What follows belongs to an exercise in optimizing a design on an open flow for small area, a short achievable clock period and few clock cycles per item; a production flow would make more cautious choices. At most, simulation tests tie the RTL to the original design; equivalence was not proved. No functional check of the RTL was part of runs 1 to 4. Power and IR drop assume default switching activity.

### constraint.sdc
create_clock -name core_clock -period 6.0 [get_ports {i_clk}]
set_input_delay 1.2000 -clock core_clock [delete_from_list [all_inputs] [get_ports {i_clk}]]
set_output_delay 1.2000 -clock core_clock [all_outputs]
set_load 0.01 [all_outputs]
### design.v
`default_nettype none
package srbs_pkg;
    localparam int unsigned LIMIT_W = 15;
    localparam int unsigned CNT_W   = 11;
    localparam int unsigned POS_W   = 10;
    localparam int unsigned SUM_W   = 25;
    localparam int unsigned DIV_STEPS = LIMIT_W;
    localparam int unsigned STEP_W    = 4;
    localparam logic [1:0] REG_NORMAL   = 2'd0;
    localparam logic [1:0] REG_WARNING  = 2'd1;
    localparam logic [1:0] REG_CRITICAL = 2'd2;
    localparam logic [1:0] REG_ALARM    = 2'd3;
    localparam logic [LIMIT_W-1:0] NORMAL_RESET   = 15'd464;
    localparam logic [LIMIT_W-1:0] WARNING_RESET  = 15'd704;
    localparam logic [LIMIT_W-1:0] CRITICAL_RESET = 15'd944;
    localparam logic [LIMIT_W-1:0] ALARM_RESET    = 15'd720;
    typedef struct packed {
        logic [LIMIT_W-1:0] normal_limit;
        logic [LIMIT_W-1:0] warning_limit;
        logic [LIMIT_W-1:0] critical_limit;
        logic [LIMIT_W-1:0] alarm_threshold;
    } t_cfg;
endpackage
`default_nettype wire
`default_nettype none
import srbs_pkg::*;
module srbs_regs (
    input  wire logic        i_clk,
    input  wire logic        i_rst_n,
    input  wire logic        psel,
    input  wire logic        penable,
    input  wire logic        pwrite,
    input  wire logic [3:0]  paddr,
    input  wire logic [31:0] pwdata,
    output logic      [31:0] prdata,
    output logic             pready,
    output srbs_pkg::t_cfg             o_cfg
);
    srbs_pkg::t_cfg             r_cfg;
    logic [1:0]       reg_idx;
    logic             wr_en;
    logic [LIMIT_W-1:0] rd_val;
    logic [LIMIT_W-1:0] r_rd_val;
    assign reg_idx = paddr[3:2];
    assign wr_en   = psel && penable && pwrite;
    assign pready  = 1'b1;
    always_ff @(posedge i_clk) begin
        if (!i_rst_n) begin
            r_cfg.normal_limit    <= NORMAL_RESET;
            r_cfg.warning_limit   <= WARNING_RESET;
            r_cfg.critical_limit  <= CRITICAL_RESET;
            r_cfg.alarm_threshold <= ALARM_RESET;
        end else if (wr_en) begin
            unique case (reg_idx)
                REG_NORMAL:   r_cfg.normal_limit    <= pwdata[LIMIT_W-1:0];
                REG_WARNING:  r_cfg.warning_limit   <= pwdata[LIMIT_W-1:0];
                REG_CRITICAL: r_cfg.critical_limit  <= pwdata[LIMIT_W-1:0];
                REG_ALARM:    r_cfg.alarm_threshold <= pwdata[LIMIT_W-1:0];
                default:      r_cfg <= r_cfg;
            endcase
        end
    end
    always_comb begin
        unique case (reg_idx)
            REG_NORMAL:   rd_val = r_cfg.normal_limit;
            REG_WARNING:  rd_val = r_cfg.warning_limit;
            REG_CRITICAL: rd_val = r_cfg.critical_limit;
            REG_ALARM:    rd_val = r_cfg.alarm_threshold;
            default:      rd_val = '0;
        endcase
    end
    always_ff @(posedge i_clk) begin
        r_rd_val <= rd_val;
    end
    assign prdata = {{(32-LIMIT_W){1'b0}}, r_rd_val};
    assign o_cfg  = r_cfg;
endmodule
`default_nettype wire
`default_nettype none
import srbs_pkg::*;
module srbs_ctrl (
    input  wire logic i_clk,
    input  wire logic i_rst_n,
    input  wire logic i_copy,      
    input  wire logic i_ready,
    output logic      o_busy,      
    output logic      o_busy_next,
    output logic      o_free,      
    output logic      o_div_step,  
    output logic      o_valid
);
    localparam logic [STEP_W-1:0] LAST_STEP = STEP_W'(DIV_STEPS - 1);
    logic              r_busy, r_valid;
    logic [STEP_W-1:0] r_step;
    assign o_div_step = r_busy && !r_valid;
    always_ff @(posedge i_clk) begin
        if (!i_rst_n) begin
            r_busy  <= 1'b0;
            r_valid <= 1'b0;
        end else if (i_copy) begin
            r_busy  <= 1'b1;
            r_valid <= 1'b0;
        end else if (r_valid) begin
            if (i_ready) begin
                r_busy  <= 1'b0;
                r_valid <= 1'b0;
            end
        end else if (r_busy && r_step == LAST_STEP) begin
            r_valid <= 1'b1;
        end
    end
    always_ff @(posedge i_clk) begin
        if (i_copy) begin
            r_step <= '0;
        end else if (o_div_step) begin
            r_step <= r_step + 1'b1;
        end
    end
    assign o_busy      = r_busy;
    assign o_free      = !r_busy;
    assign o_busy_next = i_rst_n && (i_copy || (r_busy && !(r_valid && i_ready)));
    assign o_valid = r_valid;
endmodule
`default_nettype wire
`default_nettype none
import srbs_pkg::*;
module srbs_dp #(
    parameter int unsigned CNT_CAP = 1024,
    parameter int unsigned POS_CAP = 1023
) (
    input  wire logic               i_clk,
    input  wire logic               i_rst_n,
    input  srbs_pkg::t_cfg          i_cfg,
    input  wire logic               i_valid,
    output logic                    o_ready,
    input  wire logic        [15:0] i_reading,
    input  wire logic               i_last,
    output logic                    o_copy,
    input  wire logic               i_busy,
    input  wire logic               i_free,
    input  wire logic               i_busy_next,
    input  wire logic               i_div_step,
    output logic [LIMIT_W-1:0]      o_min_reading,
    output logic [LIMIT_W-1:0]      o_max_reading,
    output logic [LIMIT_W-1:0]      o_avg_reading,
    output logic [CNT_W-1:0]        o_valid_count,
    output logic [CNT_W-1:0]        o_skipped_count,
    output logic [CNT_W-1:0]        o_normal_count,
    output logic [CNT_W-1:0]        o_warning_count,
    output logic [CNT_W-1:0]        o_critical_count,
    output logic [CNT_W-1:0]        o_shutdown_count,
    output logic [POS_W-1:0]        o_first_alarm_index,
    output logic                    o_alarm_seen,
    output logic                    o_batch_empty
);
    localparam logic [CNT_W-1:0] CAP  = CNT_W'(CNT_CAP);
    localparam logic [POS_W-1:0] PCAP = POS_W'(POS_CAP);
    function automatic logic [CNT_W-1:0] sat_inc(input logic [CNT_W-1:0] v);
        sat_inc = v[CNT_W-1] ? v : v + 1'b1;
    endfunction
    logic               r_in_v, r_in_last, r_in_ok, r_in_alarm;
    logic [LIMIT_W-1:0] r_in_val;
    logic [2:0]         r_in_le;
    logic               r_fresh, r_done, r_zero;
    logic [LIMIT_W-1:0] r_min, r_max;
    logic [LIMIT_W-1:0]       r_sum_lo;
    logic                     r_sum_c;
    logic [SUM_W-LIMIT_W-1:0] r_sum_hi;
    logic [CNT_W-1:0]   r_valid_total, r_skipped_total;
    logic [CNT_W-1:0]   r_band [4];
    logic [POS_W-1:0]   r_pos, r_alarm_idx;
    logic               r_alarm_flag, r_any;
    logic [LIMIT_W-1:0] r_o_min, r_o_max, r_o_avg;
    logic [CNT_W-2:0]   r_o_rem;
    logic [CNT_W-1:0]   r_o_valid, r_o_skipped;
    logic [CNT_W-1:0]   r_o_band [4];
    logic [POS_W-1:0]   r_o_alarm_idx;
    logic               r_o_alarm, r_o_empty;
    logic               stall, hold, fold, n_fresh, n_done, n_in_v, r_ready;
    logic               rd_ok;
    logic [LIMIT_W-1:0] rd_val;
    logic [2:0]         le_in;
    logic [3:0]         band_in;
    logic               ok_in, skip_in, alarm_in, first_alarm;
    logic [CNT_W-1:0]   cnt_sel, cnt_inc;
    logic               min_take, max_take;
    logic [CNT_W-1:0]   rem_sh;
    logic [CNT_W:0]     rem_diff;
    logic               rem_ge;
    assign stall   = r_done && !i_free;
    assign hold    = r_in_v && stall;
    assign fold    = r_in_v && !stall;
    assign o_copy  = r_done && i_free;
    assign o_ready = r_ready;
    assign rd_ok  = !i_reading[15];
    assign rd_val = i_reading[LIMIT_W-1:0];
    assign le_in[0] = rd_val <= i_cfg.normal_limit;
    assign le_in[1] = rd_val <= i_cfg.warning_limit;
    assign le_in[2] = rd_val <= i_cfg.critical_limit;
    always_ff @(posedge i_clk) begin
        if (!i_rst_n) begin
            r_in_v <= 1'b0;
        end else begin
            r_in_v <= n_in_v;
        end
    end
    assign n_in_v = hold || i_valid;
    always_ff @(posedge i_clk) begin
        if (!i_rst_n) begin
            r_ready <= 1'b1;
        end else begin
            r_ready <= !(n_in_v && n_done && i_busy_next);
        end
    end
    always_ff @(posedge i_clk) begin
        if (!hold) begin
            r_in_val   <= rd_val;
            r_in_last  <= i_last;
            r_in_ok    <= rd_ok;
            r_in_alarm <= rd_val >= i_cfg.alarm_threshold;
            r_in_le    <= le_in;
        end
    end
    always_comb begin
        n_fresh = r_fresh;
        n_done  = r_done;
        if (fold) begin
            n_fresh = 1'b0;
            n_done  = r_in_last;
        end else if (o_copy) begin
            n_fresh = 1'b1;
            n_done  = 1'b0;
        end
    end
    always_ff @(posedge i_clk) begin
        if (!i_rst_n) begin
            r_fresh <= 1'b1;
            r_done  <= 1'b0;
            r_zero  <= 1'b1;
        end else begin
            r_fresh <= n_fresh;
            r_done  <= n_done;
            r_zero  <= n_fresh || n_done;
        end
    end
    assign ok_in       = r_in_v && r_in_ok;
    assign skip_in     = r_in_v && !r_in_ok;
    assign alarm_in    = ok_in && r_in_alarm;
    assign band_in[0]  = ok_in && r_in_le[0];
    assign band_in[1]  = ok_in && !r_in_le[0] && r_in_le[1];
    assign band_in[2]  = ok_in && !r_in_le[0] && !r_in_le[1] && r_in_le[2];
    assign band_in[3]  = ok_in && !r_in_le[0] && !r_in_le[1] && !r_in_le[2];
    always_comb begin
        cnt_sel = {CNT_W{skip_in}} & r_skipped_total;
        for (int b = 0; b < 4; b++) begin
            cnt_sel = cnt_sel | ({CNT_W{band_in[b]}} & r_band[b]);
        end
    end
    assign cnt_inc = sat_inc(cnt_sel);
    assign first_alarm = alarm_in && (r_zero || !r_alarm_flag);
    assign min_take    = ok_in && (r_zero || !r_any || r_in_val < r_min);
    assign max_take    = ok_in && (r_zero || !r_any || r_in_val > r_max);
    always_ff @(posedge i_clk) begin
        if (!stall) begin
            if (min_take) begin
                r_min <= r_in_val;
            end else if (r_zero) begin
                r_min <= '0;
            end
            if (max_take) begin
                r_max <= r_in_val;
            end else if (r_zero) begin
                r_max <= '0;
            end
            if (r_zero) begin
                r_sum_lo <= ok_in ? r_in_val : '0;
                r_sum_c  <= 1'b0;
                r_sum_hi <= '0;
            end else begin
                if (ok_in && !r_valid_total[CNT_W-1]) begin
                    {r_sum_c, r_sum_lo} <= {1'b0, r_sum_lo} + {1'b0, r_in_val};
                end else begin
                    r_sum_c <= 1'b0;
                end
                r_sum_hi <= r_sum_hi + r_sum_c;
            end
            if (r_zero) begin
                r_valid_total <= CNT_W'(ok_in);
            end else if (ok_in) begin
                r_valid_total <= sat_inc(r_valid_total);
            end
            if (r_zero) begin
                r_skipped_total <= CNT_W'(skip_in);
            end else if (skip_in) begin
                r_skipped_total <= cnt_inc;
            end
            for (int b = 0; b < 4; b++) begin
                if (r_zero) begin
                    r_band[b] <= CNT_W'(band_in[b]);
                end else if (band_in[b]) begin
                    r_band[b] <= cnt_inc;
                end
            end
            if (r_zero) begin
                r_pos <= POS_W'(r_in_v);
            end else if (r_in_v && r_pos != PCAP) begin
                r_pos <= r_pos + 1'b1;
            end
            if (first_alarm) begin
                r_alarm_idx <= r_zero ? '0 : r_pos;
            end else if (r_zero) begin
                r_alarm_idx <= '0;
            end
            r_alarm_flag <= alarm_in || (!r_zero && r_alarm_flag);
            r_any        <= ok_in || (!r_zero && r_any);
        end
    end
    assign rem_sh = {r_o_rem, r_o_avg[LIMIT_W-1]};
    assign rem_diff = {1'b0, rem_sh} - {1'b0, r_o_valid};
    assign rem_ge   = !r_o_empty && !rem_diff[CNT_W];
    always_ff @(posedge i_clk) begin
        if (o_copy) begin
            r_o_min       <= r_min;
            r_o_max       <= r_max;
            r_o_rem       <= r_sum_hi + r_sum_c;
            r_o_avg       <= r_sum_lo;
            r_o_valid     <= r_valid_total;
            r_o_skipped   <= r_skipped_total;
            r_o_alarm_idx <= r_alarm_idx;
            r_o_alarm     <= r_alarm_flag;
            r_o_empty     <= !r_any;
            for (int b = 0; b < 4; b++) begin
                r_o_band[b] <= r_band[b];
            end
        end else if (i_div_step) begin
            r_o_rem <= rem_ge ? rem_diff[CNT_W-2:0] : rem_sh[CNT_W-2:0];
            r_o_avg <= {r_o_avg[LIMIT_W-2:0], rem_ge};
        end
    end
    assign o_min_reading       = r_o_min;
    assign o_max_reading       = r_o_max;
    assign o_avg_reading       = r_o_avg;
    assign o_valid_count       = r_o_valid;
    assign o_skipped_count     = r_o_skipped;
    assign o_normal_count      = r_o_band[0];
    assign o_warning_count     = r_o_band[1];
    assign o_critical_count    = r_o_band[2];
    assign o_shutdown_count    = r_o_band[3];
    assign o_first_alarm_index = r_o_alarm_idx;
    assign o_alarm_seen        = r_o_alarm;
    assign o_batch_empty       = r_o_empty;
endmodule
`default_nettype wire
`default_nettype none
import srbs_pkg::*;
module sensor_reading_band_statistics #(
    parameter int unsigned MAX_READINGS = 1024
) (
    input  wire logic               i_clk,
    input  wire logic               i_rst_n,
    input  wire logic               i_valid,
    output logic                    o_ready,
    input  wire logic signed [15:0] i_reading,
    input  wire logic               i_last,
    output logic                    o_valid,
    input  wire logic               i_ready,
    output logic [LIMIT_W-1:0]      o_min_reading,
    output logic [LIMIT_W-1:0]      o_max_reading,
    output logic [LIMIT_W-1:0]      o_avg_reading,
    output logic [CNT_W-1:0]        o_valid_count,
    output logic [CNT_W-1:0]        o_skipped_count,
    output logic [CNT_W-1:0]        o_normal_count,
    output logic [CNT_W-1:0]        o_warning_count,
    output logic [CNT_W-1:0]        o_critical_count,
    output logic [CNT_W-1:0]        o_shutdown_count,
    output logic [POS_W-1:0]        o_first_alarm_index,
    output logic                    o_alarm_seen,
    output logic                    o_batch_empty,
    input  wire logic               psel,
    input  wire logic               penable,
    input  wire logic               pwrite,
    input  wire logic [3:0]         paddr,
    input  wire logic [31:0]        pwdata,
    output logic      [31:0]        prdata,
    output logic                    pready
);
    localparam int unsigned CNT_CAP = (MAX_READINGS > 2047) ? 2047 : MAX_READINGS;
    localparam int unsigned POS_CAP = (MAX_READINGS - 1 > 1023) ? 1023 : MAX_READINGS - 1;
    srbs_pkg::t_cfg cfg;
    logic           copy, busy, busy_next, free, div_step;
    srbs_regs u_regs (
        .i_clk   (i_clk),
        .i_rst_n (i_rst_n),
        .psel    (psel),
        .penable (penable),
        .pwrite  (pwrite),
        .paddr   (paddr),
        .pwdata  (pwdata),
        .prdata  (prdata),
        .pready  (pready),
        .o_cfg   (cfg)
    );
    srbs_ctrl u_ctrl (
        .i_clk      (i_clk),
        .i_rst_n    (i_rst_n),
        .i_copy     (copy),
        .i_ready    (i_ready),
        .o_busy     (busy),
        .o_busy_next(busy_next),
        .o_free     (free),
        .o_div_step (div_step),
        .o_valid    (o_valid)
    );
    srbs_dp #(
        .CNT_CAP (CNT_CAP),
        .POS_CAP (POS_CAP)
    ) u_dp (
        .i_clk               (i_clk),
        .i_rst_n             (i_rst_n),
        .i_cfg               (cfg),
        .i_valid             (i_valid),
        .o_ready             (o_ready),
        .i_reading           (i_reading),
        .i_last              (i_last),
        .o_copy              (copy),
        .i_busy              (busy),
        .i_busy_next         (busy_next),
        .i_free              (free),
        .i_div_step          (div_step),
        .o_min_reading       (o_min_reading),
        .o_max_reading       (o_max_reading),
        .o_avg_reading       (o_avg_reading),
        .o_valid_count       (o_valid_count),
        .o_skipped_count     (o_skipped_count),
        .o_normal_count      (o_normal_count),
        .o_warning_count     (o_warning_count),
        .o_critical_count    (o_critical_count),
        .o_shutdown_count    (o_shutdown_count),
        .o_first_alarm_index (o_first_alarm_index),
        .o_alarm_seen        (o_alarm_seen),
        .o_batch_empty       (o_batch_empty)
    );
endmodule
`default_nettype wire
### flow/run.sh
#!/bin/bash
# The standard layout, with plain buffers (buf_2) on the ports instead of the
# delay cells that buffer_ports picks by default. Every port still gets its buffer.
set -euo pipefail
bash standard.sh BUFFER_PORTS_ARGS="-buffer_cell sky130_fd_sc_hd__buf_2" finish > standard_flow.log 2>&1
### standard.sh
#!/bin/bash
# synth_recipe.tcl (not shown) runs the flow's synth.tcl, then flattens the netlist and writes it again
# the make line also repeats each setting of config.mk as NAME=value (left out here)
make -C /OpenROAD-flow-scripts/flow DESIGN_CONFIG=/design/flow/config.mk WORK_HOME=/design/flow/orfs CLKGATE_MAP_FILE= SYNTH_SCRIPT=/design/flow/synth_recipe.tcl "${@:-finish}"
### config.mk
export PLATFORM = sky130hd
export DESIGN_NAME = sensor_reading_band_statistics
export DESIGN_NICKNAME = sensor_reading_band_statistics
export VERILOG_FILES = /design/flow/design.v
export SDC_FILE = /design/flow/constraint.sdc
export NUM_CORES = 4
export LEC_CHECK = 0
export CAP_MARGIN = 20
export CORE_MARGIN = 2
export CORE_UTILIZATION = 65
export CTS_CLUSTER_DIAMETER = 60
export CTS_CLUSTER_SIZE = 24
export SETUP_SLACK_MARGIN = 3.4
export SLEW_MARGIN = 20
==> Flow_metrics.wiki, run 1 <==
{| class="wikitable"
! Metric !! Value
|-
| Hold crit path type || register to register
|-
| Vias per Instance || 5.86
|-
| Startpoint types || register
|-
| Maximum fanout along the worst path || 9
|-
| Die Y-Extent || 170 um
|-
| Cell-internal power || 4270 uW
|-
| Overflow left after global routing || 0
|-
| Share of the core filled with cells || 0.763
|-
| Instance area after placement || 0.0192 mm2
|-
| Standard-cell rows || 60
|-
| Unrepaired setup endpoints after global routing || yes
|-
| Gpl congestion || 0.898
|-
| Clock tree from TritonCTS || built
|-
| Post-Syn Area per Cell || 11.8 um2
|-
| Fraction of post-synthesis cell area in the top cell type by area || 0.497
|-
| Post-layout min period || 2.62 ns
|-
| Layout Nets || 1902
|-
| Biggest registers after layout || u_regs.r_cfg (60), u_dp.r_band (44), u_dp.r_o_band (44)
|-
| Number of I/O port buffers || 180
|-
| Avg WL per Cell || 19.4 um
|-
| Final period utilization || 0.436
|-
| Reported max-cap violation count || 0
|-
| Post-Synthesis Cells || 1522
|-
| Count of vias placed by the detailed router || 12400
|-
| Proportion of register bits with asynchronous set or reset after synthesis || 0
|-
| Layout cell share with drive strength beyond 1 || 0.197
|-
| Max_slew headroom || 0.309
|-
| Combinational share of power || 0.114
|-
| Clock power frac || 0.339
|-
| Most frequently used cell type in the post-synthesis netlist || sky130_fd_sc_hd__edfxtp_1
|-
| Initial core utilization || 0.664
|-
| Warnings, synthesis || 5
|-
| Highest clock frequency the design can meet || 382 MHz
|-
| Largest net degree at the start of global routing || 86
|-
| Total of endpoints with negative setup slack in the final report || 0
|-
| First-pass iteration count of the detailed router || 5
|-
| Pwr Density || 278 mW/mm2
|-
| Antenna violations before repair || 0
|-
| Dominant cells by area after synthesis || sky130_fd_sc_hd__edfxtp_1, sky130_fd_sc_hd__dfxtp_1, sky130_fd_sc_hd__ha_1, sky130_fd_sc_hd__nand2_1, sky130_fd_sc_hd__inv_1
|-
| Wire length of the first global-routing pass || 62.9 mm
|-
| Area delta synth->final || 14.9%
|-
| Summed area of non-filler cells in the final layout || 0.0207 mm2
|-
| Flip-flop and latch count after synthesis || 384
|-
| Number of instances in the placed design || 2028
|-
| Global routing usage summed across all routing layers || 0.279
|-
| Clock Skews || 0.0214 ns
|-
| Result of the run || finished clean
|-
| Number of levels in the clock H-tree || 1
|-
| Most numerous cell types in the synthesized netlist || sky130_fd_sc_hd__edfxtp_1, sky130_fd_sc_hd__nand2_1, sky130_fd_sc_hd__ha_1
|-
| Worst IR Drop VDD || 303 uV
|-
| Worst path arrival time || 2.87 ns
|-
| Sum of routed wire length over all layers || 41.0 mm
|-
| Post-DP HPWL || 28.0 mm
|-
| Top reg by flops || u_regs.r_cfg
|-
| Sw Share || 0.258
|-
| Number of distinct library cells after synthesis || 66
|-
| Flip-flop count of the largest register, all copies and words added || 60
|-
| Total clock buffers created by CTS || 26
|-
| Post-detailed-route count of antenna-violating nets || 0
|-
| Lkg Pwr || 0.00828 uW
|-
| Clock input transition at the sequential cells of the worst setup and hold paths || 0.09 ns
|-
| Portion of total power attributed to sequential cells || 0.547
|-
| EDFF count, synth || 298
|-
| Required time of the critical path || 6.26 ns
|-
| Crit. End Element || register
|-
| Area of the die || 0.0290 mm2
|-
| I/O pin count || 218
|-
| CTS sink cnt || 384
|-
| Cell chosen for the clock root || sky130_fd_sc_hd__clkbuf_16
|-
| Switching power of the nets || 1490 uW
|-
| DRC viols || 0
|-
| Detailed Route Iter0 Violations || 1127
|-
| Final Max Slew Viols || 0
|-
| Path type of the worst setup path || register to register
|-
| Quantity of hold-fixing buffers added after cts || 0
|-
| Transition time at the pin with the least slew margin || 1.04 ns
|-
| X dimension of the die || 170 um
|-
| Post-route non-filler standard cell count || 2110
|-
| Inserted Diodes || 0
|-
| Core Box Area || 0.0271 mm2
|-
| Via count of the first global-routing pass || 11700
|-
| Largest area contributor in the synthesized netlist || sky130_fd_sc_hd__edfxtp_1
|-
| Max Buffers Root-to-Sink || 3
|-
| Top flip-flop cell by instance count after synthesis || sky130_fd_sc_hd__edfxtp_1
|-
| Total negative slack || 0 ns
|-
| Final count of hold timing violations || 0
|-
| Synthesized area || 0.0180 mm2
|-
| Clock insertion delay at the later pin of the skew report || 0.56 ns
|-
| Share of the yosys chip area belonging to registers || 0.593
|}
## logic make-up (layout without fill, tap and decap cells)
| group | count (synthesis) | count (layout) | share of synthesized area |
|---|---|---|---|
| fa+ha+maj | 124 | 124 | 0.0870 |
| mux | 19 | 19 | 0.0211 |
| simple gates | 465 | 465 | 0.123 |
| other cells | 2 | 18 | 0.000417 |
| buf+inv | 186 | 386 | 0.0435 |
| flops | 384 | 384 | 0.593 |
| xor+xnor | 44 | 44 | 0.0214 |
| compound gates | 298 | 298 | 0.111 |
## per-stage QoR
| step | hold WS [ns] | worst slack, ns | total power, uW |
|---|---|---|---|
| floorplan | 0.400 | 3.42 | 3600 |
| global placement | 0.402 | 2.88 | 3770 |
| detailed placement | 0.405 | 2.80 | 3800 |
| CTS | 0.425 | 3.27 | 5750 |
| global route | 0.430 | 3.31 | 5960 |
| finish | 0.425 | 3.38 | 5760 |
## cells in the final DEF, fill, tap and decap left out, types with 20 or more instances in the layout
cell	synthesis	layout
sky130_fd_sc_hd__a21boi_0	45	45
sky130_fd_sc_hd__a21o_1	32	32
sky130_fd_sc_hd__a21oi_1	53	45
sky130_fd_sc_hd__and2_1	43	41
sky130_fd_sc_hd__buf_2	2	179
sky130_fd_sc_hd__buf_4	18	40
sky130_fd_sc_hd__clkbuf_16	0	28
sky130_fd_sc_hd__dfxtp_1	86	84
sky130_fd_sc_hd__edfxtp_1	298	298
sky130_fd_sc_hd__ha_1	122	121
sky130_fd_sc_hd__inv_1	114	112
sky130_fd_sc_hd__nand2_1	192	191
sky130_fd_sc_hd__nand3_1	31	31
sky130_fd_sc_hd__nand4_1	21	21
sky130_fd_sc_hd__nor2_1	87	79
sky130_fd_sc_hd__o211ai_1	20	20
sky130_fd_sc_hd__o21ai_0	68	61
sky130_fd_sc_hd__xor2_1	27	27
## final timing paths
kind	from	to	slack, ns	cells after the start
worst max-delay path	u_dp.r_in_val[1]$_DFFE_PN_	u_dp.r_max[9]$_SDFFCE_PN0P_	3.38	9
worst min-delay path	u_dp.r_alarm_idx[0]$_SDFFCE_PP0P_	u_dp.r_o_alarm_idx[0]$_DFFE_PP_	0.42	0
worst max register to register	u_dp.r_in_val[1]$_DFFE_PN_	u_dp.r_max[9]$_SDFFCE_PN0P_	3.38	9
worst min register to register	u_dp.r_alarm_idx[0]$_SDFFCE_PP0P_	u_dp.r_o_alarm_idx[0]$_DFFE_PP_	0.42	0
## power by group through the flow
stage                     Clock, uW  Combinational [uW]  Sequential (uW)
after floorplan                   0                 419             3180
after global placement            0                 564             3210
after detailed placement          0                 583             3220
after CTS                      1980                 617             3150
after global routing           2070                 728             3170
final                          1950                 654             3150
## worst max-delay path, stage by stage (launching register included)
cell and delay [ns]:
sky130_fd_sc_hd__edfxtp_1 0.43, sky130_fd_sc_hd__buf_4 0.19, sky130_fd_sc_hd__ha_1 0.28, sky130_fd_sc_hd__nand4_1 0.13
sky130_fd_sc_hd__o21ai_0 0.22, sky130_fd_sc_hd__a21oi_1 0.10, sky130_fd_sc_hd__o311ai_2 0.37, sky130_fd_sc_hd__a21oi_4 0.15
sky130_fd_sc_hd__nor2_4 0.21, sky130_fd_sc_hd__buf_4 0.22
## routing by layer
| metal | part of all wire | up-vias | track usage | routed length (um) |
|---|---|---|---|---|
| met2 | 0.48 | 465 | 0.462 | 19700 |
| met3 | 0.063 | 82 | 0.0351 | 2560 |
| met5 | 0 | - | 0 | 0 |
| met4 | 0.027 | 0 | 0.0818 | 1120 |
| met1 | 0.43 | 5976 | 0.391 | 17600 |
| li1 | - | 5843 | - | - |
## layout make-up
type	count	area (um2)
Sequential cell	384	10700
Multi-Input combinational cell	968	6880
Fill cell	1828	6420
Timing Repair Buffer	224	1280
Clock buffer	31	722
Tap cell	372	465
Inverter	114	437
Clock inverter	17	229
## repair_timing
action	in CTS	in global routing
setup endpoints to repair	193	121
resized for setup	26	42
buffers inserted	15	19
pin swaps	2	9
==> inputs of run 2 (changes only) <==
--- a/config.mk
+++ b/config.mk
@@ -8,7 +8,5 @@
 export CAP_MARGIN = 20
 export CORE_MARGIN = 2
 export CORE_UTILIZATION = 65
-export CTS_CLUSTER_DIAMETER = 60
-export CTS_CLUSTER_SIZE = 24
 export SETUP_SLACK_MARGIN = 3.4
 export SLEW_MARGIN = 20
==> run 2 against run 1 <==
- global-route usage up 0.61 points
- first-iteration DRC count down 8.8%
- synthesized cell count unchanged
- register-to-register slack worse by 0.02 ns
- utilization up 0.89 points
- design area up 1.2%
- power up 6.2%
- sequential power about the same
- die area unchanged
- critical path type unchanged
- critical endpoint is now u_dp.r_max[8]$_SDFFCE_PN0P_
==> Flow_metrics.wiki, run 2 <==
{| class="wikitable"
! Metric !! Value
|-
| Startpoint types || register
|-
| Number of levels in the clock H-tree || 2 (+1)
|-
| Total of endpoints with negative setup slack in the final report || 0 (unchanged)
|-
| Reported max-cap violation count || 0 (unchanged)
|-
| Slowest cell on the critical path || sky130_fd_sc_hd__edfxtp_1
|-
| Final hold slack || 0.416 ns (-0.00837 ns)
|-
| I/O pin count || 218 (unchanged)
|-
| Met2 Routed Length || 20.0 mm (+1.6%)
|-
| Clock Skews || 0.0208 ns (-0.000571 ns)
|-
| Detailed Route Iter0 Violations || 1028 (-8.8%)
|-
| Number of I/O port buffers || 180 (unchanged)
|-
| Total negative slack || 0 ns (unchanged)
|-
| Cells along the critical path || ha_1, and4_1, nand3_1, o311ai_2, a21oi_4, nor2_4, buf_4
|-
| Crit. End Element || register
|-
| Via count of the first global-routing pass || 12100 (+3.2%)
|-
| Number of distinct library cells after synthesis || 66 (unchanged)
|-
| Biggest registers after layout || u_regs.r_cfg (60), u_dp.r_band (44), u_dp.r_o_band (44)
|-
| Area of the die || 0.0290 mm2 (unchanged)
|-
| Overflow left after global routing || 0 (unchanged)
|-
| Metal-1 WL || 17.4 mm (-1.0%)
|-
| Layout Nets || 1914 (+0.63%)
|-
| Largest net degree at the start of global routing || 86 (unchanged)
|-
| Die Y-Extent || 170 um (unchanged)
|-
| Layout filler cell count || 1791 (-2.0%)
|-
| Synthesized area || 0.0180 mm2 (unchanged)
|-
| Fraction of post-synthesis cell area in the top cell type by area || 0.497 (unchanged)
|-
| Final count of hold timing violations || 0 (unchanged)
|-
| Max_slew headroom || 0.319 (+0.0101)
|-
| Clock power frac || 0.377 (+0.038)
|-
| Maximum fanout along the worst path || 9 (unchanged)
|-
| Worst setup path startpoint || u_dp.r_in_val[14]$_DFFE_PN_
|-
| Switching power of the nets || 1480 uW (-0.53%)
|-
| Share of the yosys chip area belonging to registers || 0.593 (unchanged)
|-
| Post-Synthesis Cells || 1522 (unchanged)
|-
| Lkg Pwr || 0.00841 uW (+1.6%)
|-
| Critical R2R Capture || u_dp.r_max[8]$_SDFFCE_PN0P_
|-
| Warnings, synthesis || 5 (unchanged)
|-
| Max Buffers Root-to-Sink || 3 (unchanged)
|-
| EDFF count, synth || 298 (unchanged)
|-
| Sum of routed wire length over all layers || 41.7 mm (+1.8%)
|-
| Total clock buffers created by CTS || 40 (+54%)
|-
| Final Max Slew Viols || 0 (unchanged)
|-
| Flip-flop and latch count after synthesis || 384 (unchanged)
|-
| Transition time at the pin with the least slew margin || 1.02 ns (-0.0152 ns)
|-
| Most frequently used cell type in the post-synthesis netlist || sky130_fd_sc_hd__edfxtp_1
|-
| Uppermost routed layer || met4
|-
| Pwr Density || 292 mW/mm2 (+5.0%)
|-
| Proportion of register bits with asynchronous set or reset after synthesis || 0 (unchanged)
|-
| Post-DP HPWL || 28.0 mm (unchanged)
|-
| Flip-flop count of the largest register, all copies and words added || 60 (unchanged)
|-
| Worst IR Drop VDD || 290 uV (-4.1%)
|-
| X dimension of the die || 170 um (unchanged)
|-
| Worst reg-to-reg path cell count || 7 (-2)
|-
| Cell-internal power || 4640 uW (+8.5%)
|-
| Worst path arrival time || 2.87 ns (about the same)
|-
| Layout cell share with drive strength beyond 1 || 0.196 (-0.000755)
|-
| Inserted Diodes || 0 (unchanged)
|-
| Reg2Reg Launch Point || u_dp.r_in_val[14]$_DFFE_PN_
|-
| Sw Share || 0.242 (-0.0163)
|-
| Final period utilization || 0.440 (+0.00316)
|-
| Worst setup path endpoint || u_dp.r_max[8]$_SDFFCE_PN0P_
|-
| Critical path's largest stage delay || 0.56 ns (+0.13 ns)
|-
| Largest area contributor in the synthesized netlist || sky130_fd_sc_hd__edfxtp_1
|-
| Count of vias placed by the detailed router || 12500 (+1.3%)
|-
| R2r setup slk || 3.36 ns (-0.02 ns)
|-
| Post-route non-filler standard cell count || 2132 (+1.0%)
|-
| Dominant cells by area after synthesis || sky130_fd_sc_hd__edfxtp_1, sky130_fd_sc_hd__dfxtp_1, sky130_fd_sc_hd__ha_1, sky130_fd_sc_hd__nand2_1, sky130_fd_sc_hd__inv_1
|-
| Avg WL per Cell || 19.6 um (+0.79%)
|-
| Standard-cell rows || 60 (unchanged)
|-
| Hold crit path type || register to register
|-
| Portion of total power attributed to sequential cells || 0.517 (-0.030)
|-
| Post-Syn Area per Cell || 11.8 um2 (unchanged)
|-
| Cell chosen for the clock root || sky130_fd_sc_hd__clkbuf_16
|-
| Most common library cell in the layout ignoring fill and taps || sky130_fd_sc_hd__edfxtp_1
|-
| Global routing usage summed across all routing layers || 0.285 (+0.00605)
|-
| Top flip-flop cell by instance count after synthesis || sky130_fd_sc_hd__edfxtp_1
|-
| Result of the run || finished clean
|-
| DRC viols || 0 (unchanged)
|-
| Area delta synth->final || 16.3%
|-
| Required time of the critical path || 6.23 ns (-0.03 ns)
|-
| Met3 wire len || 2.93 mm (+14%)
|-
| CTS sink cnt || 384 (unchanged)
|-
| Commonest cells after routing, fill and taps aside || sky130_fd_sc_hd__edfxtp_1, sky130_fd_sc_hd__nand2_1, sky130_fd_sc_hd__buf_2, sky130_fd_sc_hd__ha_1, sky130_fd_sc_hd__inv_1
|-
| Most numerous cell types in the synthesized netlist || sky130_fd_sc_hd__edfxtp_1, sky130_fd_sc_hd__nand2_1, sky130_fd_sc_hd__ha_1
|-
| Quantity of hold-fixing buffers added after cts || 0 (unchanged)
|-
| Wire length of the first global-routing pass || 64.1 mm (+2.0%)
|-
| Clock input transition at the sequential cells of the worst setup and hold paths || 0.06 ns (-0.03 ns)
|-
| Core Box Area || 0.0271 mm2 (unchanged)
|-
| Clock insertion delay at the later pin of the skew report || 0.54 ns (-0.02 ns)
|-
| Vias per Instance || 5.87 (+0.23%)
|-
| Gpl congestion || 0.898 (unchanged)
|-
| Combinational share of power || 0.107 (-0.007)
|-
| Post-layout min period || 2.64 ns (+0.0190 ns)
|-
| Unrepaired setup endpoints after global routing || yes
|-
| Post-detailed-route count of antenna-violating nets || 0 (unchanged)
|-
| First-pass iteration count of the detailed router || 5 (unchanged)
|-
| Highest clock frequency the design can meet || 379 MHz (-0.72%)
|-
| Initial core utilization || 0.664 (unchanged)
|-
| Top reg by flops || u_regs.r_cfg
|-
| Path type of the worst setup path || register to register
|-
| Antenna violations before repair || 1 (+1)
|-
| Clock tree from TritonCTS || built
|-
| Number of instances in the placed design || 2028 (unchanged)
|-
| Post-layout total power || 6120 uW (+6.2%)
|}
==> run 2: cell counts after synthesis <==
Identical to the previous run, type by type.
==> run 2: area by class of cell <==
class / count / area, um2 / area share
clock buffer: 56 / 1090 / 0.0523
multi-input combinational: 968 / 6850 / 0.328
timing repair buffer: 222 / 1280 / 0.0614
inverter: 114 / 437 / 0.0209
sequential: 384 / 10700 / 0.510
tap: 372 / 465 / 0.0222
clock inverter: 16 / 115 / 0.00550
==> run 2: through the flow <==
stage	util	setup slack (ns)	instance area, um2
3_5_place_dp	0.707	2.80	19200
6_report	0.772	3.36	20900
4_1_cts	0.759	3.32	20600
2_1_floorplan	-	3.42	18100
5_1_grt	0.772	3.28	20900
3_3_place_gp	0.707	2.88	19200
==> run 2: routing by layer <==
| layer | global-route usage | up-vias |
|---|---|---|
| met5 | 0 | - |
| met2 | 0.466 | 506 |
| li1 | - | 5879 |
| met1 | 0.388 | 6052 |
| met3 | 0.0435 | 87 |
| met4 | 0.109 | 0 |
==> run 2: worst max-delay path, delay by kind of cell, from the launching register on <==
family | cells | cell delay (ns)
AND/OR/NAND/NOR | 3 | 0.60
flip-flops | 1 | 0.56
AO/OA/AOI/OAI | 2 | 0.56
adder cells (fa/ha/maj) | 1 | 0.38
buffers and inverters | 1 | 0.23
==> run 2: cell families after synthesis <==
family,after synthesis,share of synthesized area
flops,384,0.593
buf+inv,186,0.0435
other cells,2,0.000417
fa+ha+maj,124,0.0870
simple gates,465,0.123
compound gates,298,0.111
mux,19,0.0211
xor+xnor,44,0.0214
==> run 2: how the worst min path moves through the flow <==
stage	start	to	slack [ns]	cells past startpoint
final	u_dp.r_alarm_idx[0]$_SDFFCE_PP0P_	u_dp.r_o_alarm_idx[0]$_DFFE_PP_	0.42	0
after global routing	u_dp.r_alarm_idx[3]$_SDFFCE_PP0P_	u_dp.r_o_alarm_idx[3]$_DFFE_PP_	0.43	0
after CTS	u_dp.r_alarm_idx[0]$_SDFFCE_PP0P_	u_dp.r_o_alarm_idx[0]$_DFFE_PP_	0.42	0
after detailed placement	u_dp.r_alarm_idx[0]$_SDFFCE_PP0P_	u_dp.r_o_alarm_idx[0]$_DFFE_PP_	0.40	0
after global placement	u_dp.r_alarm_idx[6]$_SDFFCE_PP0P_	u_dp.r_o_alarm_idx[6]$_DFFE_PP_	0.40	0
after floorplan	u_dp.r_alarm_idx[0]$_SDFFCE_PP0P_	u_dp.r_o_alarm_idx[0]$_DFFE_PP_	0.40	0
==> run 2: power by group through the flow <==
stage / Combinational, uW / Clock (uW) / Sequential (uW)
after global routing: 725 / 2440 / 3170
after CTS: 614 / 2340 / 3160
after floorplan: 419 / 0 / 3180
final: 652 / 2300 / 3160
after detailed placement: 583 / 0 / 3220
after global placement: 564 / 0 / 3210
==> run 2: repair_timing <==
item / 4_1_cts / 5_1_grt
pin swaps: 3 / 9
endpoints found under the hold margin: 0 / 0
setup buffers: 12 / 19
setup endpoints to repair: 193 / 118
resized for setup: 28 / 37
cloned: 0 / 1
==> inputs of run 3 (changes only) <==
--- a/config.mk
+++ b/config.mk
@@ -8,5 +8,7 @@
 export CAP_MARGIN = 20
 export CORE_MARGIN = 2
 export CORE_UTILIZATION = 65
-export SETUP_SLACK_MARGIN = 3.4
+export CTS_CLUSTER_DIAMETER = 60
+export CTS_CLUSTER_SIZE = 24
+export SETUP_SLACK_MARGIN = 3.5
 export SLEW_MARGIN = 20
==> run 3 against run 2 <==
- non-clock buffer count is 17 higher
- register-to-register slack improved by 0.097 ns
- largest cell class unchanged
- combinational power rose by 8.0%
==> Flow_metrics.wiki, run 3 <==
{| class="wikitable"
! Metric !! Value
|-
| Standard-cell rows || 60 (unchanged)
|-
| Max_slew headroom || 0.256 (-0.0627)
|-
| Worst path arrival time || 2.86 ns (about the same)
|-
| First-pass iteration count of the detailed router || 8 (+3)
|-
| Final period utilization || 0.423 (-0.0162)
|-
| Total clock buffers created by CTS || 28 (-30%)
|-
| Reported max-cap violation count || 0 (unchanged)
|-
| Path type of the worst setup path || register to register
|-
| Post-detailed-route count of antenna-violating nets || 0 (unchanged)
|-
| Core Box Area || 0.0271 mm2 (unchanged)
|-
| Commonest cells after routing, fill and taps aside || sky130_fd_sc_hd__edfxtp_1, sky130_fd_sc_hd__nand2_1, sky130_fd_sc_hd__buf_2, sky130_fd_sc_hd__ha_1, sky130_fd_sc_hd__inv_1
|-
| EDFF count, synth || 298 (unchanged)
|-
| Most common library cell in the layout ignoring fill and taps || sky130_fd_sc_hd__edfxtp_1
|-
| Top flip-flop cell by instance count after synthesis || sky130_fd_sc_hd__edfxtp_1
|-
| Dominant cells by area after synthesis || sky130_fd_sc_hd__edfxtp_1, sky130_fd_sc_hd__dfxtp_1, sky130_fd_sc_hd__ha_1, sky130_fd_sc_hd__nand2_1, sky130_fd_sc_hd__inv_1
|-
| Maximum fanout along the worst path || 10 (+1)
|-
| Antenna violations before repair || 0 (-1)
|-
| Final hold slack || 0.422 ns (+0.00568 ns)
|-
| Die Y-Extent || 170 um (unchanged)
|-
| Max Buffers Root-to-Sink || 3 (unchanged)
|-
| Vias per Instance || 5.88 (about the same)
|-
| Initial core utilization || 0.664 (unchanged)
|-
| Wire length of the first global-routing pass || 62.5 mm (-2.5%)
|-
| Total of endpoints with negative setup slack in the final report || 0 (unchanged)
|-
| Post-Syn Area per Cell || 11.8 um2 (unchanged)
|-
| Most frequently used cell type in the post-synthesis netlist || sky130_fd_sc_hd__edfxtp_1
|-
| Required time of the critical path || 6.32 ns (+0.09 ns)
|-
| Largest net degree at the start of global routing || 71 (-17%)
|-
| Clock insertion delay at the later pin of the skew report || 0.57 ns (+0.03 ns)
|-
| Final count of hold timing violations || 0 (unchanged)
|-
| Layout cell share with drive strength beyond 1 || 0.226 (+0.0295)
|-
| Fraction of post-synthesis cell area in the top cell type by area || 0.497 (unchanged)
|-
| Result of the run || finished clean
|-
| Instance area after placement || 0.0192 mm2 (about the same)
|-
| Detailed Route Iter0 Violations || 1004 (-2.3%)
|-
| Cell chosen for the clock root || sky130_fd_sc_hd__clkbuf_16
|-
| Number of distinct library cells after synthesis || 66 (unchanged)
|-
| Quantity of hold-fixing buffers added after cts || 0 (unchanged)
|-
| Share of the yosys chip area belonging to registers || 0.593 (unchanged)
|-
| Flip-flop and latch count after synthesis || 384 (unchanged)
|-
| X dimension of the die || 170 um (unchanged)
|-
| Hold crit path type || register to register
|-
| Number of levels in the clock H-tree || 1 (-1)
|-
| Transition time at the pin with the least slew margin || 1.12 ns (+0.0940 ns)
|-
| Post-Synthesis Cells || 1522 (unchanged)
|-
| Overflow left after global routing || 0 (unchanged)
|-
| Largest area contributor in the synthesized netlist || sky130_fd_sc_hd__edfxtp_1
|-
| Post-layout min period || 2.54 ns (-0.0975 ns)
|-
| Synthesized area || 0.0180 mm2 (unchanged)
|-
| Flip-flop count of the largest register, all copies and words added || 60 (unchanged)
|-
| Startpoint types || register
|-
| Clock input transition at the sequential cells of the worst setup and hold paths || 0.08 ns (+0.02 ns)
|-
| Unrepaired setup endpoints after global routing || yes
|-
| Worst IR Drop VDD || 230 uV (-21%)
|-
| Proportion of register bits with asynchronous set or reset after synthesis || 0 (unchanged)
|-
| Clock tree from TritonCTS || built
|-
| Highest clock frequency the design can meet || 394 MHz (+3.8%)
|-
| Final Max Slew Viols || 0 (unchanged)
|-
| I/O pin count || 218 (unchanged)
|-
| DRC viols || 0 (unchanged)
|-
| Crit. End Element || register
|-
| Biggest registers after layout || u_regs.r_cfg (60), u_dp.r_band (44), u_dp.r_o_band (44)
|-
| Global routing usage summed across all routing layers || 0.279 (-0.00636)
|-
| Pwr Density || 280 mW/mm2 (-4.1%)
|-
| Warnings, synthesis || 5 (unchanged)
|-
| Area delta synth->final || 17.2%
|-
| Lkg Pwr || 0.00845 uW (+0.44%)
|-
| Post-DP HPWL || 27.6 mm (-1.4%)
|-
| Sum of routed wire length over all layers || 41.9 mm (+0.39%)
|-
| Number of I/O port buffers || 180 (unchanged)
|-
| Count of vias placed by the detailed router || 12500 (+0.096%)
|-
| Inserted Diodes || 0 (unchanged)
|-
| Area of the die || 0.0290 mm2 (unchanged)
|-
| Clock Skews || 0.0155 ns (-0.00527 ns)
|-
| Summed area of non-filler cells in the final layout || 0.0211 mm2 (+0.80%)
|-
| CTS sink cnt || 384 (unchanged)
|-
| Via count of the first global-routing pass || 11900 (-2.1%)
|-
| Total negative slack || 0 ns (unchanged)
|-
| Avg WL per Cell || 19.6 um (+0.39%)
|-
| Most numerous cell types in the synthesized netlist || sky130_fd_sc_hd__edfxtp_1, sky130_fd_sc_hd__nand2_1, sky130_fd_sc_hd__ha_1
|-
| Layout Nets || 1922 (+0.42%)
|-
| Gpl congestion || 0.882 (-1.8%)
|-
| Top reg by flops || u_regs.r_cfg
|}
## run 3: changes by cell type in the layout (fill, tap and decap cells not counted), moves of 4 or more
| cell | previous run | this run |
|---|---|---|
| sky130_fd_sc_hd__o21ai_1 | 4 | 8 |
| sky130_fd_sc_hd__buf_4 | 36 | 50 |
| sky130_fd_sc_hd__clkinv_1 | 5 | 0 |
| sky130_fd_sc_hd__o21ai_0 | 62 | 54 |
| sky130_fd_sc_hd__ha_1 | 121 | 114 |
| sky130_fd_sc_hd__inv_8 | 0 | 4 |
| sky130_fd_sc_hd__nor2_1 | 80 | 74 |
| sky130_fd_sc_hd__clkbuf_1 | 13 | 1 |
| sky130_fd_sc_hd__clkbuf_16 | 42 | 29 |
| sky130_fd_sc_hd__clkinv_2 | 5 | 1 |
| sky130_fd_sc_hd__ha_4 | 1 | 6 |
## run 3: metal layers
layer	GRT usage	up-vias	wire [um]
li1	-	5902	-
met1	0.386	6049	17700
met2	0.460	496	19900
met3	0.0426	89	3090
met4	0.0818	0	1110
met5	0	-	0
## run 3: final timing paths
check,slack [ns],start,cells after the start,endpoint
hold reg to reg,0.42,u_dp.r_alarm_idx[0]$_SDFFCE_PP0P_,0,u_dp.r_o_alarm_idx[0]$_DFFE_PP_
hold / removal,0.42,u_dp.r_alarm_idx[0]$_SDFFCE_PP0P_,0,u_dp.r_o_alarm_idx[0]$_DFFE_PP_
setup / recovery,3.46,u_dp.r_in_ok$_DFFE_PN_,10,u_dp.r_skipped_total[0]$_DFFE_PP_
setup reg to reg,3.46,u_dp.r_in_ok$_DFFE_PN_,10,u_dp.r_skipped_total[0]$_DFFE_PP_
## run 3: stage by stage
stage	cells	setup slack (ns)	util	total power [uW]
global placement	2024	2.87	0.707	3770
global route	2132	3.39	0.778	6120
CTS	2102	3.49	0.759	5870
finish	2132	3.46	0.778	5920
detailed placement	2024	2.80	0.707	3800
floorplan	1538	3.43	-	3600
## run 3: cell type report
class / count / area, um2
clock buffer: 31 / 732
fill: 1724 / 6010
sequential: 384 / 10700
inverter: 114 / 430
tap: 372 / 465
multi-input combinational: 971 / 7070
clock inverter: 21 / 275
timing repair buffer: 239 / 1440
## run 3: where the power goes
group          internal [uW]  switching [uW]  leakage [uW]  total [uW]
registers               3040             114       0.00381        3150
clock network           1060             998      0.000491        2060
logic                    298             406       0.00414         704
## run 3: cells by family after synthesis
kind of cell | Yosys count | share of synthesized area
buffers and inverters | 186 | 0.0435
adders and majority gates | 124 | 0.0870
muxes | 19 | 0.0211
DFF | 384 | 0.593
xor gates and xnor gates | 44 | 0.0214
other | 2 | 0.000417
and+or+nand+nor | 465 | 0.123
AOI/OAI and AO/OA | 298 | 0.111
## run 3: worst max-delay path, cell delays in order (launching register included)
cell and delay (ns):
sky130_fd_sc_hd__edfxtp_1 0.44, sky130_fd_sc_hd__buf_12 0.18, sky130_fd_sc_hd__and4bb_4 0.23, sky130_fd_sc_hd__a32o_2 0.30
sky130_fd_sc_hd__a211oi_4 0.33, sky130_fd_sc_hd__buf_4 0.19, sky130_fd_sc_hd__buf_4 0.10, sky130_fd_sc_hd__buf_4 0.09
sky130_fd_sc_hd__xnor2_1 0.14, sky130_fd_sc_hd__nor2_2 0.10, sky130_fd_sc_hd__a21o_1 0.21
## run 3: repair_timing
item / CTS / global route
endpoints found under the hold margin: 0 / 0
cloned: 1 / 3
setup endpoints to repair: 203 / 195
setup buffers: 25 / 27
gates resized for setup: 43 / 64
pin swaps: 9 / 25
==> inputs of run 4 (changes only) <==
--- a/config.mk
+++ b/config.mk
@@ -5,6 +5,7 @@
 export SDC_FILE = /design/flow/constraint.sdc
 export NUM_CORES = 4
 export LEC_CHECK = 0
+export ABC_AREA = 1
 export CAP_MARGIN = 20
 export CORE_MARGIN = 2
 export CORE_UTILIZATION = 65
==> run 4 against run 3 <==
- register-to-register slack better by 0.08 ns
- utilization down 1.6 points
- sequential share of layout area up 1.1 points
- die area unchanged
- first-iteration DRC count up 14%
- count of clock-buffer cells in the layout up 1
- largest cell class unchanged
- highest routed layer is now met5
==> Flow_metrics.wiki, run 4 <==
{| class="wikitable"
! Metric !! Value
|-
| Max Buffers Root-to-Sink || 3 (unchanged)
|-
| Most frequently used cell type in the post-synthesis netlist || sky130_fd_sc_hd__edfxtp_1
|-
| Worst path arrival time || 2.76 ns (-0.10 ns)
|-
| Avg WL per Cell || 17.9 um (-9.0%)
|-
| Top reg by flops || u_regs.r_cfg
|-
| Final period utilization || 0.411 (-0.0126)
|-
| Number of I/O port buffers || 180 (unchanged)
|-
| Clock insertion delay at the later pin of the skew report || 0.58 ns (about the same)
|-
| Initial core utilization || 0.664 (unchanged)
|-
| Worst setup path endpoint || u_dp.r_max[13]$_SDFFCE_PN0P_
|-
| Worst setup path startpoint || u_dp.r_in_val[14]$_DFFE_PN_
|-
| Via count of the first global-routing pass || 12300 (+3.6%)
|-
| Dominant cells by area after synthesis || sky130_fd_sc_hd__edfxtp_1, sky130_fd_sc_hd__dfxtp_1, sky130_fd_sc_hd__ha_1, sky130_fd_sc_hd__nand2_1, sky130_fd_sc_hd__inv_1
|-
| Critical path's largest stage delay || 0.51 ns (+0.07 ns)
|-
| I/O pin count || 218 (unchanged)
|-
| Sum of routed wire length over all layers || 41.8 mm (-0.11%)
|-
| Area delta synth->final || 14.8%
|-
| Warnings, synthesis || 5 (unchanged)
|-
| Wire length of the first global-routing pass || 63.5 mm (+1.6%)
|-
| Maximum fanout along the worst path || 7 (-3)
|-
| Die Y-Extent || 170 um (unchanged)
|-
| Biggest registers after layout || u_regs.r_cfg (60), u_dp.r_band (44), u_dp.r_o_band (44)
|-
| Core Box Area || 0.0271 mm2 (unchanged)
|-
| Post-DP HPWL || 28.9 mm (+4.9%)
|-
| Worst IR Drop VDD || 305 uV (+33%)
|-
| Final Max Slew Viols || 0 (unchanged)
|-
| Clock input transition at the sequential cells of the worst setup and hold paths || 0.09 ns (about the same)
|-
| Synthesized area || 0.0180 mm2 (unchanged)
|-
| Largest area contributor in the synthesized netlist || sky130_fd_sc_hd__edfxtp_1
|-
| Vias per Instance || 5.67 (-3.6%)
|-
| Commonest cells after routing, fill and taps aside || sky130_fd_sc_hd__edfxtp_1, sky130_fd_sc_hd__nand2_1, sky130_fd_sc_hd__inv_1, sky130_fd_sc_hd__buf_2, sky130_fd_sc_hd__nor2_1
|-
| Path type of the worst setup path || register to register
|-
| Post-detailed-route count of antenna-violating nets || 0 (unchanged)
|-
| Required time of the critical path || 6.29 ns (-0.03 ns)
|-
| Transition time at the pin with the least slew margin || 0.974 ns (-0.142 ns)
|-
| Highest clock frequency the design can meet || 406 MHz (+3.1%)
|-
| Most common library cell in the layout ignoring fill and taps || sky130_fd_sc_hd__edfxtp_1
|-
| Worst path most repeated cell || sky130_fd_sc_hd__nand2_1
|-
| Worst reg-to-reg path cell count || 13 (+3)
|-
| Total negative slack || 0 ns (unchanged)
|-
| Global routing usage summed across all routing layers || 0.280 (+0.00169)
|-
| Hold crit path type || register to register
|-
| Layout cell share with drive strength beyond 1 || 0.172 (-0.0531)
|-
| Flip-flop count of the largest register, all copies and words added || 60 (unchanged)
|-
| Number of distinct library cells after synthesis || 47 (-29%)
|-
| Reg2Reg Launch Point || u_dp.r_in_val[14]$_DFFE_PN_
|-
| Crit. End Element || register
|-
| Flip-flop and latch count after synthesis || 384 (unchanged)
|-
| Cells along the critical path || buf_6, ha_1, nand2_1, nor2_2, nand3b_1, inv_1, nand3_1, nand2_1, nand2_1, nand2_2, nand2_4, a21oi_4, clkbuf_16
|-
| EDFF count, synth || 298 (unchanged)
|-
| Slowest cell on the critical path || sky130_fd_sc_hd__edfxtp_1
|-
| Final count of hold timing violations || 0 (unchanged)
|-
| Most numerous cell types in the synthesized netlist || sky130_fd_sc_hd__edfxtp_1, sky130_fd_sc_hd__nand2_1, sky130_fd_sc_hd__inv_1
|-
| Lkg Pwr || 0.00874 uW (+3.5%)
|-
| Quantity of hold-fixing buffers added after cts || 0 (unchanged)
|-
| Reported max-cap violation count || 0 (unchanged)
|-
| Share of the yosys chip area belonging to registers || 0.593 (unchanged)
|-
| DRC viols || 0 (unchanged)
|-
| Startpoint types || register
|-
| R2r setup slk || 3.54 ns (+0.08 ns)
|-
| Total of endpoints with negative setup slack in the final report || 0 (unchanged)
|-
| Detailed Route Iter0 Violations || 1143 (+14%)
|-
| X dimension of the die || 170 um (unchanged)
|-
| Overflow left after global routing || 0 (unchanged)
|-
| Area of the die || 0.0290 mm2 (unchanged)
|-
| Cell chosen for the clock root || sky130_fd_sc_hd__clkbuf_16
|-
| Largest net degree at the start of global routing || 74 (+4.2%)
|-
| Critical R2R Capture || u_dp.r_max[13]$_SDFFCE_PN0P_
|-
| Number of levels in the clock H-tree || 1 (unchanged)
|-
| Count of vias placed by the detailed router || 13300 (+5.8%)
|-
| Post-Synthesis Cells || 1732 (+14%)
|-
| Total clock buffers created by CTS || 29 (+3.6%)
|-
| Gpl congestion || 0.903 (+2.3%)
|-
| Proportion of register bits with asynchronous set or reset after synthesis || 0 (unchanged)
|-
| Instance area after placement || 0.0192 mm2 (+0.32%)
|-
| Clock tree from TritonCTS || built
|-
| Result of the run || finished clean
|-
| Top flip-flop cell by instance count after synthesis || sky130_fd_sc_hd__edfxtp_1
|-
| Max_slew headroom || 0.351 (+0.0947)
|-
| Number of cells on the worst hold path || 0 (unchanged)
|-
| Unrepaired setup endpoints after global routing || yes
|-
| First-pass iteration count of the detailed router || 7 (-1)
|-
| CTS sink cnt || 384 (unchanged)
|-
| Clock Skews || 0.0175 ns (+0.00200 ns)
|-
| Fraction of post-synthesis cell area in the top cell type by area || 0.497 (unchanged)
|-
| Post-Syn Area per Cell || 10.4 um2 (-12%)
|-
| Pwr Density || 288 mW/mm2 (+2.6%)
|-
| Antenna violations before repair || 5 (+5)
|-
| Summed area of non-filler cells in the final layout || 0.0207 mm2 (-2.1%)
|-
| Post-layout min period || 2.46 ns (-0.0755 ns)
|-
| Standard-cell rows || 60 (unchanged)
|-
| Layout Nets || 2127 (+11%)
|}
[run 4: logic make-up after synthesis]
logic type      synth area share
buf+inv                   0.0665
xor+xnor                 0.00730
compound gates             0.104
flops                      0.593
fa+ha+maj                 0.0870
simple gates               0.142
other cells             0.000417
[run 4: per-stage QoR]
stage	utilization	hold slack, ns	cells	power, uW	setup slack (ns)
final	0.762	0.414	2341	5950	3.54
after global routing	0.762	0.428	2340	6150	3.45
after CTS	0.751	0.417	2313	5920	3.50
after detailed placement	0.709	0.405	2254	3850	2.54
after global placement	0.708	0.405	2253	3820	2.61
after floorplan	-	0.400	1748	3630	3.52
[run 4: worst min path at each step]
stage	start	end	slack (ns)
after CTS	u_dp.r_alarm_idx[5]$_SDFFCE_PP0P_	u_dp.r_o_alarm_idx[5]$_DFFE_PP_	0.42
after floorplan	u_dp.r_alarm_idx[0]$_SDFFCE_PP0P_	u_dp.r_o_alarm_idx[0]$_DFFE_PP_	0.40
after detailed placement	u_dp.r_alarm_idx[5]$_SDFFCE_PP0P_	u_dp.r_o_alarm_idx[5]$_DFFE_PP_	0.41
after global routing	u_dp.r_alarm_idx[5]$_SDFFCE_PP0P_	u_dp.r_o_alarm_idx[5]$_DFFE_PP_	0.43
after global placement	u_dp.r_alarm_idx[1]$_SDFFCE_PP0P_	u_dp.r_o_alarm_idx[1]$_DFFE_PP_	0.41
final	u_dp.r_alarm_idx[2]$_SDFFCE_PP0P_	u_dp.r_o_alarm_idx[2]$_DFFE_PP_	0.41
[run 4: metal layers]
layer	track usage	vias up	share of wire
met1	0.382	6279	0.43
met2	0.470	507	0.48
li1	-	6394	-
met5	0	-	0.00050
met3	0.0414	82	0.071
met4	0.0844	4	0.025
[run 4: repair_timing]
action	4_1_cts	5_1_grt
setup buffers	5	21
pin swaps	1	6
gates resized for setup	12	26
gates cloned	0	4
setup endpoints to repair	168	132
[run 4: worst max-delay path: cells and delay by family, from the launching register on]
family                   cells  cell delay [ns]
AO/OA/AOI/OAI                1             0.23
adder cells (fa/ha/maj)      1             0.29
buffers and inverters        3             0.47
flip-flops                   1             0.51
AND/OR/NAND/NOR              8             0.70
[run 4: power by group]
part	internal [uW]	leakage (uW)	switching, uW	total, uW
clock network	1010	0.000505	1090	2100
registers	3050	0.00381	107	3160
logic	242	0.00442	445	686
total	4310	0.00874	1640	5950
[run 4: cell type report]
class                      count  area (um2)
clock buffer                  32         768
tap                          372         465
timing repair buffer         221        1260
clock inverter                22         273
sequential                   384       10700
timing repair inverter         2        15.0
multi-input combinational   1074        6300
antenna                        3        7.51
fill                        1871        6450
inverter                     231         883
==> inputs of run 5 (changes only) <==
--- a/design.v
+++ b/design.v
@@ -161,7 +161,7 @@
     logic               r_in_v, r_in_last, r_in_ok, r_in_alarm;
     logic [LIMIT_W-1:0] r_in_val;
     logic [2:0]         r_in_le;
-    logic               r_fresh, r_done, r_zero;
+    logic               r_fresh, r_done, r_zero, r_first;
     logic [LIMIT_W-1:0] r_min, r_max;
     logic [LIMIT_W-1:0]       r_sum_lo;
     logic                     r_sum_c;
@@ -237,10 +237,12 @@
             r_fresh <= 1'b1;
             r_done  <= 1'b0;
             r_zero  <= 1'b1;
+            r_first <= 1'b1;
         end else begin
             r_fresh <= n_fresh;
             r_done  <= n_done;
             r_zero  <= n_fresh || n_done;
+            r_first <= n_fresh || n_done || !(stall ? r_any : (ok_in || (!r_zero && r_any)));
         end
     end
     assign ok_in       = r_in_v && r_in_ok;
@@ -258,8 +260,8 @@
     end
     assign cnt_inc = sat_inc(cnt_sel);
     assign first_alarm = alarm_in && (r_zero || !r_alarm_flag);
-    assign min_take    = ok_in && (r_zero || !r_any || r_in_val < r_min);
-    assign max_take    = ok_in && (r_zero || !r_any || r_in_val > r_max);
+    assign min_take    = ok_in && (r_first || r_in_val < r_min);
+    assign max_take    = ok_in && (r_first || r_in_val > r_max);
     always_ff @(posedge i_clk) begin
         if (!stall) begin
             if (min_take) begin
--- a/config.mk
+++ b/config.mk
@@ -5,11 +5,10 @@
 export SDC_FILE = /design/flow/constraint.sdc
 export NUM_CORES = 4
 export LEC_CHECK = 0
-export ABC_AREA = 1
 export CAP_MARGIN = 20
 export CORE_MARGIN = 2
 export CORE_UTILIZATION = 65
 export CTS_CLUSTER_DIAMETER = 60
 export CTS_CLUSTER_SIZE = 24
-export SETUP_SLACK_MARGIN = 3.5
+export SETUP_SLACK_MARGIN = 3.4
 export SLEW_MARGIN = 20
==> run 5 against run 4 <==
- final cell count fell by 8.2%
- design area rose by 2.7%
- critical path depth fell by 5
- worst hold slack improved by 0.015 ns
- clock skew rose by 0.00054 ns
- power fell by 2.6%
- sequential share of layout area fell by 1.3 points
- critical path type unchanged
- largest power group unchanged
- highest routed layer unchanged
==> Flow_metrics.wiki, run 5 <==
{| class="wikitable"
! Metric !! Value
|-
| Worst IR Drop VDD || 264 uV (-13%)
|-
| CTS sink cnt || 385 (+0.26%)
|-
| Pwr Density || 273 mW/mm2 (-5.1%)
|-
| Clock Skews || 0.0181 ns (+0.000542 ns)
|-
| Layout filler cell count || 1836 (-1.9%)
|-
| Most frequently used cell type in the post-synthesis netlist || sky130_fd_sc_hd__edfxtp_1
|-
| Count of vias placed by the detailed router || 12500 (-5.7%)
|-
| X dimension of the die || 171 um (+0.30%)
|-
| Number of distinct library cells after synthesis || 72 (+53%)
|-
| Post-layout total power || 5790 uW (-2.6%)
|-
| Final period utilization || 0.437 (+0.0258)
|-
| Instance count on the critical path || 8 (-5)
|-
| Worst path arrival time || 2.93 ns (+0.17 ns)
|-
| Total area of multi-input combinational cells || 0.00700 mm2 (+11%)
|-
| Worst reg-to-reg path cell count || 8 (-5)
|-
| Total clock buffers created by CTS || 27 (-6.9%)
|-
| Highest clock frequency the design can meet || 382 MHz (-5.9%)
|-
| Post-layout min period || 2.62 ns (+0.155 ns)
|-
| Via count of the first global-routing pass || 11900 (-2.9%)
|-
| Slowest cell on the critical path || sky130_fd_sc_hd__edfxtp_1
|-
| Number of levels in the clock H-tree || 1 (unchanged)
|-
| Unrepaired setup endpoints after global routing || yes
|-
| Antenna violations before repair || 2 (-3)
|-
| Biggest registers after layout || u_regs.r_cfg (60), u_dp.r_band (44), u_dp.r_o_band (44)
|-
| Result of the run || finished clean
|-
| Final Max Slew Viols || 0 (unchanged)
|-
| Area delta synth->final || 17.1%
|-
| Met2 Use GR || 0.456 (-0.0144)
|-
| Worst path bufs/invs || 1 (-2)
|-
| Flip-flop and latch count after synthesis || 385 (+0.26%)
|-
| Wire length of the first global-routing pass || 63.0 mm (-0.85%)
|-
| Initial core utilization || 0.655 (-0.00866)
|-
| Largest net degree at the start of global routing || 83 (+12%)
|-
| Post-Synthesis Cells || 1511 (-13%)
|-
| Worst setup path startpoint || u_dp.r_in_val[9]$_DFFE_PN_
|-
| Layout Nets || 1932 (-9.2%)
|-
| Standard-cell rows || 61 (+1.7%)
|-
| Warnings, synthesis || 5 (unchanged)
|-
| Clock input transition at the sequential cells of the worst setup and hold paths || 0.09 ns (about the same)
|-
| Largest area contributor in the synthesized netlist || sky130_fd_sc_hd__edfxtp_1
|-
| Post-Syn Area per Cell || 12.0 um2 (+15%)
|-
| Path type of the worst setup path || register to register
|-
| Die Y-Extent || 171 um (+0.30%)
|-
| Crit. End Element || register
|-
| Commonest cells after routing, fill and taps aside || sky130_fd_sc_hd__edfxtp_1, sky130_fd_sc_hd__nand2_1, sky130_fd_sc_hd__buf_2, sky130_fd_sc_hd__inv_1, sky130_fd_sc_hd__ha_1
|-
| Core Box Area || 0.0276 mm2 (+1.9%)
|-
| Required time of the critical path || 6.31 ns (+0.02 ns)
|-
| Critical path's largest stage delay || 0.46 ns (-0.05 ns)
|-
| Area of the die || 0.0292 mm2 (+0.61%)
|-
| Overflow left after global routing || 0 (unchanged)
|-
| R2r setup slk || 3.38 ns (-0.16 ns)
|-
| Max Buffers Root-to-Sink || 3 (unchanged)
|-
| Maximum fanout along the worst path || 8 (+1)
|-
| Flip-flop count of the largest register, all copies and words added || 60 (unchanged)
|-
| EDFF count, synth || 297 (-0.34%)
|-
| Hold crit path type || register to register
|-
| Synthesized area || 0.0181 mm2 (+0.62%)
|-
| Post-DP HPWL || 27.8 mm (-3.8%)
|-
| Proportion of register bits with asynchronous set or reset after synthesis || 0 (unchanged)
|-
| Sum of routed wire length over all layers || 42.0 mm (+0.38%)
|-
| Top flip-flop cell by instance count after synthesis || sky130_fd_sc_hd__edfxtp_1
|-
| Dominant cells by area after synthesis || sky130_fd_sc_hd__edfxtp_1, sky130_fd_sc_hd__dfxtp_1, sky130_fd_sc_hd__ha_1, sky130_fd_sc_hd__nand2_1, sky130_fd_sc_hd__inv_1
|-
| Number of I/O port buffers || 180 (unchanged)
|-
| Cells along the critical path || ha_1, a21o_1, a221o_1, a221oi_2, o21a_1, o31ai_2, clkdlybuf4s15_2, and2_1
|-
| Final count of hold timing violations || 0 (unchanged)
|-
| Layout cell share with drive strength beyond 1 || 0.226 (+0.0537)
|-
| Most numerous cell types in the synthesized netlist || sky130_fd_sc_hd__edfxtp_1, sky130_fd_sc_hd__nand2_1, sky130_fd_sc_hd__ha_1
|-
| Share of the yosys chip area belonging to registers || 0.590 (-0.00309)
|-
| Startpoint types || register
|-
| Clock tree from TritonCTS || built
|-
| Fraction of post-synthesis cell area in the top cell type by area || 0.493 (-0.00472)
|}
[run 5: cells by family (layout without fill, tap and decap cells)]
group                      after synthesis  in the layout  share of synthesized area
and+or+nand+nor                        451            452                      0.118
DFF                                    385            385                      0.590
AOI/OAI and AO/OA                      292            293                      0.115
buffers and inverters                  192            432                     0.0471
adders and majority gates              124            124                     0.0865
xor gates and xnor gates                46             46                     0.0222
muxes                                   19             19                     0.0209
other                                    2             19                   0.000415
[run 5: power breakdown]
part | leakage [uW] | switching [uW] | internal, uW
combinational | 0.00430 | 385 | 285
sequential | 0.00383 | 111 | 3040
clock | 0.000465 | 1020 | 955
[run 5: worst min path at each step]
stage	from	end	slack [ns]	depth (start not counted)
2_1_floorplan	u_dp.r_alarm_idx[0]$_SDFFCE_PP0P_	u_dp.r_o_alarm_idx[0]$_DFFE_PP_	0.40	0
3_3_place_gp	u_dp.r_alarm_idx[5]$_SDFFCE_PP0P_	u_dp.r_o_alarm_idx[5]$_DFFE_PP_	0.40	0
3_5_place_dp	u_dp.r_alarm_idx[4]$_SDFFCE_PP0P_	u_dp.r_o_alarm_idx[4]$_DFFE_PP_	0.41	0
4_1_cts	u_dp.r_alarm_idx[4]$_SDFFCE_PP0P_	u_dp.r_o_alarm_idx[4]$_DFFE_PP_	0.43	0
5_1_grt	u_dp.r_alarm_idx[4]$_SDFFCE_PP0P_	u_dp.r_o_alarm_idx[4]$_DFFE_PP_	0.44	0
6_report	u_dp.r_alarm_idx[6]$_SDFFCE_PP0P_	u_dp.r_o_alarm_idx[6]$_DFFE_PP_	0.43	0
[run 5: layout make-up]
| cell class | instances | share of cell area |
|---|---|---|
| antenna | 1 | 0.000118 |
| clock buffer | 31 | 0.0330 |
| clock inverter | 19 | 0.0120 |
| inverter | 121 | 0.0215 |
| multi-input combinational | 952 | 0.330 |
| sequential | 385 | 0.504 |
| tap | 378 | 0.0223 |
| timing repair buffer | 261 | 0.0771 |
[run 5: through the flow]
step	hold WS, ns	instances	cell area (um2)	setup slack, ns
2_1_floorplan	0.400	1527	18200	3.40
3_5_place_dp	0.410	2027	19300	2.86
6_report	0.429	2148	21200	3.38
3_3_place_gp	0.402	2025	19300	2.87
5_1_grt	0.438	2148	21200	3.31
4_1_cts	0.431	2117	20700	3.31
[run 5: repair_timing]
| action | CTS | global route |
|---|---|---|
| endpoints found under the setup margin | 130 | 101 |
| gates resized for setup | 16 | 57 |
| setup buffers | 39 | 27 |
| gates cloned | 1 | 3 |
| pin swaps | 6 | 22 |
[run 5: layer usage]
| metal | up-vias | share of wire | wire [um] |
|---|---|---|---|
| li1 | 5893 | - | - |
| met1 | 6046 | 0.42 | 17700 |
| met2 | 492 | 0.48 | 20100 |
| met3 | 71 | 0.072 | 3020 |
| met4 | 2 | 0.026 | 1070 |
| met5 | - | 0.00031 | 13 |
Testbench counts of run 5, summed over its fixed seeds: cycles 13,449, batches 384.

Re-timed with assumed drivers on the ports (clkbuf_16 on the clock, buf_2 on other inputs), run 5 has 3.380 ns of setup slack against 3.380 ns with ideal ports, and 2.903 ns once port delays also move by the mid clock arrival of 0.598 ns.
